Context: an optimization exercise on an open-source flow, tuned for small area and a short achievable clock period. The choices shown serve that exercise and are no tape-out recipe.
Where RTL was checked, it was by simulation tests only, not by an equivalence proof against the original.

==> flow/design.v (excerpt) <==
module pcie_cfg_top (
    input  logic          clk_pcie,
    input  logic          rst,
    input  logic          i_cmd_valid,
    input  logic [63:0]   i_cmd,
    output logic          o_cmd_ready,
    output logic          o_rsp_valid,
    output logic [31:0]   o_rsp,
    input  logic          i_rsp_ready,
    output logic [49:0]   o_mgmt,
    input  logic [32:0]   i_mgmt,
    input  logic [47:0]   i_status,
    output logic [15:0]   o_pcie_id
);
Size in the first run: ~4,900 cells after synthesis, roughly 1,500 flip-flops, about 250 I/O pins, ~64,000 um^2 of cells after synthesis.
clock: 7.0 ns
lec_check: 0
abc_clock_period_in_ps: 3000
cap_margin: 20
core_margin: 2
core_utilization: 40
cts_cluster_diameter: 100
cts_cluster_size: 25
setup_slack_margin: 3.8
slew_margin: 20
run.sh (not shown) runs the stock make flow with config.mk's settings and CLKGATE_MAP_FILE= SYNTH_SCRIPT=/design/flow/synth_recipe.tcl, a recipe that flattens the netlist after the stock synthesis.
==> next run, changes <==
--- a/flow/design.v
+++ b/flow/design.v
@@ -79,18 +79,21 @@
     logic         auto_wr;
     logic [1:0]   mgmt_en;
     logic [44:0]  cmd_in;
     logic [44:0]  hd;
     logic         hd_v;
     logic [44:0]  cring [15];
     logic [14:0]  c_rp;
     logic [14:0]  c_wp;
     logic [44:0]  c_rd;
+    logic [44:0]  hd_d;
+    logic         hd_rw_ok;      
+    logic         hd_ro_ok;      
     logic [3:0]   c_rc;
     logic         wr_en_q;
     logic [15:0]  hd_val;
     logic [15:0]  hd_msk;
     logic [15:0]  hd_addr;
     logic [1:0]   hd_typ;
     logic         c_full;
     logic         c_push;
     logic         c_rne;
@@ -127,23 +130,26 @@
     assign o_cmd_ready = ~c_full;
     assign c_push      = i_cmd_valid & ~c_full;
     assign c_rne       = (c_rc != 4'd0);
     assign pop    = hd_v & ~rsp_hold & ~(rw_q[18] & busy);
     assign cmd_rd = pop & hd_typ[0];
     assign cmd_wr = pop & hd_typ[1] & hd_addr[15];
     assign hfree       = ~hd_v | (pop & ~(hd_typ[1] & hd_addr[15]));
     assign c_take      = hfree & c_rne;
     assign c_push_ring = c_push & ~(hfree & ~c_rne);
+    assign hd_d = c_rne ? c_rd : cmd_in;
     always_ff @(posedge clk_pcie)
     begin
         if (hfree)
         begin
-            hd <= c_rne ? c_rd : cmd_in;
+            hd       <= hd_d;
+            hd_rw_ok <= (hd_d[16:7] == 10'd0) & hd_d[17];
+            hd_ro_ok <= (hd_d[16:7] == 10'd0) & ~hd_d[17];
         end
         for (int i = 0; i < 15; i++)
         begin
             if (c_wp[i] & ((c_rc != 4'd15) | wr_en_q))
             begin
                 cring[i] <= cmd_in;
             end
         end
     end
@@ -181,44 +187,42 @@
             begin
                 c_rc <= c_rc + 4'd1;
             end
             else if (c_take & ~c_push_ring)
             begin
                 c_rc <= c_rc - 4'd1;
             end
         end
     end
-    logic         rd_small;
     logic [7:0]   rd_lo;
     logic [7:0]   rd_hi;
     logic [31:0]  rsp_word;
     logic [191:0] ro;
     assign ro = {
         res,
         16'h0000,
         res_be, res_v, 1'b0, res_addr,
         16'h0000,
         i_status[15:0],
         i_status[31:16],
         i_status[34:32], i_status[39:35], i_status[47:40],
         32'd24,
         14'h0000, mgmt_en,
         cfg_pkg::RO_MAGIC
     };
     logic [23:0]  rsel_rw;
     logic [23:0]  rsel_ro;
-    assign rd_small = (hd_addr[14:5] == 10'd0);
     always_comb
     begin
         for (int k = 0; k < 24; k++)
         begin
-            rsel_rw[k] = rd_small & hd_addr[15] & (hd_addr[4:0] == 5'(k)) & (k < 20);
-            rsel_ro[k] = rd_small & ~hd_addr[15] & (hd_addr[4:0] == 5'(k));
+            rsel_rw[k] = hd_rw_ok & (hd_addr[4:0] == 5'(k)) & (k < 20);
+            rsel_ro[k] = hd_ro_ok & (hd_addr[4:0] == 5'(k));
         end
         rd_lo = 8'h00;
         rd_hi = 8'h00;
         for (int k = 0; k < 24; k++)
         begin
             if (k < 20)
             begin
                 rd_lo = rd_lo | (rw_q[8*(k % 20) +: 8] & {8{rsel_rw[k]}});
             end
@@ -299,19 +303,19 @@
             end
             else if (r_take & ~cmd_rd)
             begin
                 r_rc <= r_rc - 4'd1;
             end
         end
     end
     logic         wr_small;
     logic [159:0] rw_wr;
-    assign wr_small = (hd_addr[14:5] == 10'd0);
+    assign wr_small = hd_rw_ok;
     always_comb
     begin
         logic       lo_hit;
         logic       hi_hit;
         logic [7:0] bm;
         logic [7:0] bv;
         for (int k = 0; k < 20; k++)
         begin
             lo_hit = wr_en_q & wr_small & (hd_addr[4:0] == 5'(k));
Effect:
- The changed run passed the timing, design-rule and antenna checks
- routed wire length fell by a few percent
- final area fell slightly
- non-clock buffer count fell by 19
- die area fell slightly
- worst setup slack is better by 54 ps
For the second run of this note, only the layout was checked, not whether the RTL still works.

[port drivers added, routing unchanged]
The flow's constraints put no driver on any port. The routed layouts listed below were extracted and timed again, unchanged, in two steps. Step 1 assumes that a clkbuf_16 drives the clock port and a buf_2 every other input. Step 2 times the ports against the registers' clock, not the clock port: input delays grow and output delays shrink by t, the midpoint of the rising clock arrivals with the driver on. Three values: no drivers, after step 1, after step 2; two values: the first two.
run | t, ns | slack for setup (ns) | hold slack, ns | worst register clock-pin slew, ns | worst slew at a driven data input, ns
the first run | 0.795 | 3.701 / 3.701 / 3.208 | 0.471 / 0.471 / 0.471 | 0.11 / 0.11 | 0.11
the second run | 0.793 | 3.755 / 3.747 / 3.186 | 0.468 / 0.468 / 0.468 | 0.12 / 0.12 | 0.14
After both steps every run listed still meets setup and hold. For the second run, which loses most, drivers alone change the setup slack by -0.008 ns; drivers and shift together by -0.569 ns.
